Context: an optimization exercise on an open-source flow, tuned for small area and a short achievable clock period. The choices shown serve that exercise and are no tape-out recipe.
In this exercise RTL edits were held to simulation tests only and were not proved equivalent to the original.
Power figures rest on the tool's default switching activity, not on a simulated workload.

==> flow/design.v (excerpt) <==
module erx_dispatch
#(
    parameter int          PW     = 104,
    parameter int          NCH    = 3,
    parameter int          DEPTH  = 8,
    parameter int          MODE   = 0,
    parameter int          ASHIFT = 20,
    parameter logic [11:0] ID     = 12'h800,
    parameter int          AFULL  = 2,
    parameter int          TOW    = 12
) (
    input  logic                clk,
    input  logic                nreset,
    input  logic                rx_access,
    input  logic [PW-1:0]       rx_packet,
    output logic                rx_wait,
    output logic [NCH-1:0]      ch_access,
    output logic [NCH*PW-1:0]   ch_packet,
    input  logic [NCH-1:0]      ch_wait,
    output logic [NCH-1:0]      overflow,
    output logic [15:0]         drop_count,
    output logic [NCH-1:0]      timeout,
    input  logic                clear
);
clock: 5.5 ns
lec_check: 0
cap_margin: 20
core_margin: 2
core_utilization: 60
cts_cluster_diameter: 100
cts_cluster_size: 30
setup_slack_margin: 3.0
slew_margin: 20
standard.sh (not shown) runs the stock make flow with config.mk's settings and CLKGATE_MAP_FILE= SYNTH_SCRIPT=/design/flow/synth_recipe.tcl, a recipe that flattens the netlist after the stock synthesis.
==> flow/flow/run.sh <==
#!/bin/bash
# Standard layout with these changes: the port buffers are plain sky130
# buffers (buf_2) rather than the delay-cell buffers buffer_ports picks by
# default; the resizer may swap a cell for one of another footprint
# (MATCH_CELL_FOOTPRINT=0); and during the post-placement repair
# (resize step) nets are limited to a fanout of 24, so that high-fanout
# enable and select nets are rebuilt as buffer trees.
set -euo pipefail
here=$(cd "$(dirname "$0")" && pwd)
export BUFFER_PORTS_ARGS="-buffer_cell sky130_fd_sc_hd__buf_2"
export PRE_RESIZE_TCL="$here/pre_resize.tcl"
export POST_RESIZE_TCL="$here/post_resize.tcl"
bash standard.sh MATCH_CELL_FOOTPRINT=0 finish > standard.log 2>&1
==> flow/flow/post_resize.tcl <==
# Lift the fanout cap again for the rest of the flow.
set_max_fanout 10000 [current_design]
==> flow/flow/pre_resize.tcl <==
# Cap fanout while the resizer repairs the placed design, so that the
# high-fanout write-enable and select nets get balanced buffer trees.
set_max_fanout 24 [current_design]
Edit:
==> flow/flow/run.sh (replaced) <==
#!/bin/bash
# Standard layout with two changes: the port buffers are plain sky130
# buffers (buf_2) rather than the delay-cell buffers buffer_ports picks by
# default, and the resizer may swap a cell for one of another footprint
# (MATCH_CELL_FOOTPRINT=0), so it can really upsize cells on slow paths.
set -euo pipefail
export BUFFER_PORTS_ARGS="-buffer_cell sky130_fd_sc_hd__buf_2"
bash standard.sh MATCH_CELL_FOOTPRINT=0 finish > standard.log 2>&1
--- a/flow/config.mk
+++ b/flow/config.mk
@@ -12,3 +12,3 @@
 export CTS_CLUSTER_SIZE = 30
-export SETUP_SLACK_MARGIN = 3.0
+export SETUP_SLACK_MARGIN = 3.2
 export SLEW_MARGIN = 20
removed: flow/flow/post_resize.tcl
removed: flow/flow/pre_resize.tcl
The changed run finished clean.
Via count went up by 1.4%.
Area after synthesis stays the same.
Synthesized cell count is unchanged.
Final cell count drops by 1.4%.
Global-route usage climbs by 0.37 points.
Final area increases by 1.2%.
Wire length increases by 3.3%.
Non-clock buffer count shrinks by 161.
Critical path depth drops by 5.
Core utilization goes up by 0.78 points.
Setup slack gets better by 0.082 ns.
Edit:
==> flow/flow/run.sh (replaced) <==
#!/bin/bash
# Standard layout, except that the port buffers are plain sky130 buffers
# (buf_2) rather than the delay-cell buffers buffer_ports picks by default.
set -euo pipefail
export BUFFER_PORTS_ARGS="-buffer_cell sky130_fd_sc_hd__buf_2"
bash standard.sh finish > standard.log 2>&1
--- a/flow/config.mk
+++ b/flow/config.mk
@@ -10,5 +10,3 @@
 export CORE_UTILIZATION = 60
-export CTS_CLUSTER_DIAMETER = 100
-export CTS_CLUSTER_SIZE = 30
-export SETUP_SLACK_MARGIN = 3.2
+export SETUP_SLACK_MARGIN = 2.3
 export SLEW_MARGIN = 20
Via count goes down by 4.8%.
Synthesized area is unchanged.
Global-route usage goes down by 4.1 points.
Hold slack gets worse by 0.011 ns.
Fmax goes down by 10%.
Edit:
==> flow/flow/run.sh (replaced) <==
#!/bin/bash
# Standard layout with two changes: the port buffers are plain sky130
# buffers (buf_2) rather than the delay-cell buffers buffer_ports picks by
# default, and the resizer may swap a cell for one of another footprint
# (MATCH_CELL_FOOTPRINT=0), so it can really upsize cells on slow paths.
set -euo pipefail
export BUFFER_PORTS_ARGS="-buffer_cell sky130_fd_sc_hd__buf_2"
bash standard.sh MATCH_CELL_FOOTPRINT=0 finish > standard.log 2>&1
--- a/flow/config.mk
+++ b/flow/config.mk
@@ -10,3 +10,5 @@
 export CORE_UTILIZATION = 60
-export SETUP_SLACK_MARGIN = 2.3
+export CTS_CLUSTER_DIAMETER = 100
+export CTS_CLUSTER_SIZE = 30
+export SETUP_SLACK_MARGIN = 3.0
 export SLEW_MARGIN = 20
=> Clock power went down by 44%; power drops by 18%; via count barely changes; setup slack gets better by 0.19 ns; non-clock buffer count came out higher by 25; core utilization came out lower by 2.8 points; sequential cell count is unchanged; global-route usage went up by 0.93 points; register-to-register slack improved by 0.18 ns.

-- what the ideal ports hide --
Ports are ideal in the flow. The routed layouts listed here were re-timed in OpenROAD.
Step 1 assumes that a clkbuf_16 drives the clock port and a buf_2 every other input.
Step 2, shift: input delay + t, output delay - t, t = (earliest + latest rising clock arrival at the registers) / 2. This alone moves slack from input paths to output paths.
a / b / c = no drivers / after step 1 / after step 2; a / b = the first two.
| run | shift t [ns] | setup slack, ns | latest minus earliest clock arrival (ns) | cell pins on the clock port's net |
|---|---|---|---|---|
| the first run | 0.843 | 2.967 / 2.927 / 2.177 | 0.039 / 0.039 | 1 |
| the second run | 0.835 | 3.049 / 2.997 / 2.278 | 0.037 / 0.037 | 1 |
| the third run | 0.923 | 2.772 / 2.725 / 1.906 | 0.034 / 0.034 | 1 |
| the fourth run | 0.835 | 2.958 / 2.942 / 2.196 | 0.035 / 0.035 | 1 |
After both steps every run listed still meets setup and hold. The setup slack of the third run, which loses most, moves by -0.047 ns with the drivers and by -0.866 ns with both steps.
